This design comes from an exercise in tuning for small area, a short achievable clock period and few clock cycles per item on the open sky130 flow, not from production work.
At most, simulation tests tie the RTL to the original design; equivalence was not proved.

## v28
Design broken_down_time_to_epoch, start of the top module:
module broken_down_time_to_epoch (
  input  logic               clk_i,
  input  logic               rst_ni,
  input  logic               start,
  output logic               busy,
  input  logic signed [10:0] second_in_i,
  input  logic signed [10:0] minute_in_i,
  input  logic signed [10:0] hour_in_i,
  input  logic signed [10:0] day_in_i,
  input  logic signed [7:0]  month_in_i,
  input  logic        [7:0]  year_in_i,
  output logic               done_o,
  output logic        [5:0]  second_out_o,
  output logic        [5:0]  minute_out_o,
  output logic        [4:0]  hour_out_o,
  output logic        [4:0]  day_out_o,
  output logic        [3:0]  month_out_o,
  output logic signed [9:0]  year_out_o,
  output logic        [8:0]  day_of_year_o,
  output logic signed [33:0] epoch_seconds_o
);
Size: about 1600 cells after synthesis, ~37 flip-flops.
==> flow/config.mk <==
export PLATFORM = sky130hd
export DESIGN_NAME = broken_down_time_to_epoch
export DESIGN_NICKNAME = broken_down_time_to_epoch
export VERILOG_FILES = /design/flow/design.v
export SDC_FILE = /design/flow/constraint.sdc
export NUM_CORES = 4
export LEC_CHECK = 0
export CAP_MARGIN = 20
export CORE_MARGIN = 2
export CORE_UTILIZATION = 40
export SLEW_MARGIN = 20
==> flow/constraint.sdc <==
create_clock -name core_clock -period 9.0 [get_ports {clk_i}]
set_input_delay 1.8000 -clock core_clock [delete_from_list [all_inputs] [get_ports {clk_i}]]
set_output_delay 1.8000 -clock core_clock [all_outputs]
set_load 0.01 [all_outputs]
standard.sh (not shown) runs the stock make flow with config.mk's settings and CLKGATE_MAP_FILE= SYNTH_SCRIPT=/design/flow/synth_recipe.tcl, a recipe that flattens the netlist after the stock synthesis.
==> flow/flow/run.sh <==
#!/bin/bash
# The standard layout, with the port buffers made from sky130_fd_sc_hd__buf_2
# cells instead of the default delay buffers. make's output goes to
# flow_make.log in the work folder; each ORFS step keeps its own log under
# orfs/logs.
set -euo pipefail
export BUFFER_PORTS_ARGS="-buffer_cell sky130_fd_sc_hd__buf_2"
bash standard.sh > flow_make.log 2>&1
v28 ended with every stage complete and zero timing, DRC or antenna violations.
Inputs modified between v28 and v25:
--- a/flow/design.v
+++ b/flow/design.v
@@ -953,29 +953,21 @@
   logic [8:0]  ya;
   logic [6:0]  a;
   logic [1:0]  yb;
   assign {t, mo} = bdte_pkg::bdte_month_split(month_in_i);
   assign ya = {1'b0, year_in_i} + {4'd0, t};
   assign a  = ya[8:2];
   assign yb = year_in_i[1:0] + t[1:0];
   logic [11:0] dq, dqm, kday, du_p, du_m;
   assign dq   = 12'(13'(day_in_i) + 13'(qh) + 13'd1095);
   assign dqm  = 12'(13'(day_in_i) + 13'(qh) + 13'd1094);
-  always_comb begin
-    case (yb)
-      2'd1:    kday = 12'd365;
-      2'd2:    kday = 12'd730;
-      2'd3:    kday = 12'd1095;
-      default: kday = 12'd0;
-    endcase
-    kday = kday + {3'd0, bdte_pkg::bdte_march_start(mo)};
-  end
+  assign kday = {1'b0, bdte_pkg::bdte_kday(yb, mo)};
   assign du_p = dq + kday + {11'd0, (c3 == 2'sd1)};
   assign du_m = dqm + kday;
   logic [11:0] du;
   assign du = (c3 == -2'sd1) ? du_m : du_p;
   logic [5:0]         sec_q, min_q;
   logic [4:0]         hour_q;
   logic        [11:0] du_q;
   logic [6:0]         a_q;
   always_ff @(posedge clk_i) begin
     if (load_i) begin
@@ -1027,30 +1019,39 @@
     else if (doy >= 9'd61)  begin mp = 4'd2; dk = 5'd4; end
     else if (doy >= 9'd31)  begin mp = 4'd1; dk = 5'd2; end
     else                    begin mp = 4'd0;  dk = 5'd1;  end
   end
   logic jf;                        
   assign jf = (mp >= 4'd10);
   assign day_out_o     = doy[4:0] + dk;
   assign month_out_o   = jf ? (mp - 4'd10) : (mp + 4'd2);
   assign day_of_year_o = jf ? (doy - 9'd306)
                             : (doy + 9'd59 + {8'd0, ((j == 4'd3) || (j == 4'd7))});
-  logic [9:0] ybase;
-  assign ybase      = {1'b0, a_q, 2'b00} + {6'd0, j} - 10'd23;
-  assign year_out_o = $signed(ybase + {9'd0, jf});
   logic [9:0] ge_j;
   assign ge_j[0] = (du_q >= 12'd306);
+  assign ge_j[1] = (du_q >= 12'd671);
+  assign ge_j[2] = (du_q >= 12'd1036);
   assign ge_j[3] = (du_q >= 12'd1402);
   assign ge_j[4] = (du_q >= 12'd1767);
+  assign ge_j[5] = (du_q >= 12'd2132);
+  assign ge_j[6] = (du_q >= 12'd2497);
   assign ge_j[7] = (du_q >= 12'd2863);
   assign ge_j[8] = (du_q >= 12'd3228);
-  assign {ge_j[9], ge_j[6:5], ge_j[2:1]} = '0;
+  assign ge_j[9] = (du_q >= 12'd3593);
+  logic [3:0] g;
+  always_comb begin
+    g = 4'd0;
+    for (int i = 0; i < 10; i++) g = g + {3'd0, ge_j[i]};
+  end
+  logic [9:0] gofs;                
+  assign gofs = {6'd0, g} - 10'd23;
+  assign year_out_o = $signed({1'b0, a_q, 2'b00} + gofs);
   logic y1, before69, corr;
   assign y1       = !ge_j[0] || (ge_j[3] && !ge_j[4]) || (ge_j[7] && !ge_j[8]);
   assign before69 = (a_q < 7'd21) || ((a_q == 7'd21) && !ge_j[7])
                  || ((a_q == 7'd22) && !ge_j[3]);
   assign corr     = before69 && !y1;
   logic [33:0] epoch;
   bdte_epoch u_epoch (
     .a_i     (a_q),
     .du_i    (du_q),
     .corr_i  (corr),
Findings:
v25 completed end to end with timing, DRC and antenna clean.
v25 vs v28, final area went up by about 1.9%.
Diff v28 -> v25 | critical path depth | decrease of 6
Cell count: v25 higher than v28
v25 improves on v28 in final worst hold slack.
v25 vs v28 on worst slew margin relative to its limit: v25 is the lower one.
NOTE non-clock buffer count v28->v25 decreased slightly
The core of v25 is less densely filled than that of v28.
Fraction of final layout cells sized beyond drive strength 1, v28 and v25: smaller value in v25
Testbench counts of v25, summed over its fixed seeds: cycles 9,600, items 4,800.
Only the layout flow was run in v28; the RTL was not checked for function there.

## re-timing with driven ports
No port has a modelled driver above. Below, the same layouts with a new extraction and two added sets of constraints.
Step 1: set_driving_cell puts a clkbuf_16 on clk_i and a buf_2 on each other input, an assumption about the parent block.
Step 2 times the ports against the registers' clock, not the clock port: input delays grow and output delays shrink by t, the midpoint of the rising clock arrivals with the driver on.
a / b / c = ideal ports / drivers / drivers and shift; a / b = the first two.
run	t, ns	slack for setup (ns)	hold slack, ns	worst setup path at the end	latest minus earliest clock arrival (ns)
v28	0.319	0.363 / 0.370 / 0.051	0.649 / 0.649 / 0.649	input to register	0.010 / 0.010
v25	0.313	0.519 / 0.484 / 0.274	0.683 / 0.683 / 0.683	input to register	0.008 / 0.008
After both steps setup and hold are still met in every run listed. For v28, which loses most, drivers alone change the setup slack by +0.007 ns; drivers and shift together by -0.312 ns.
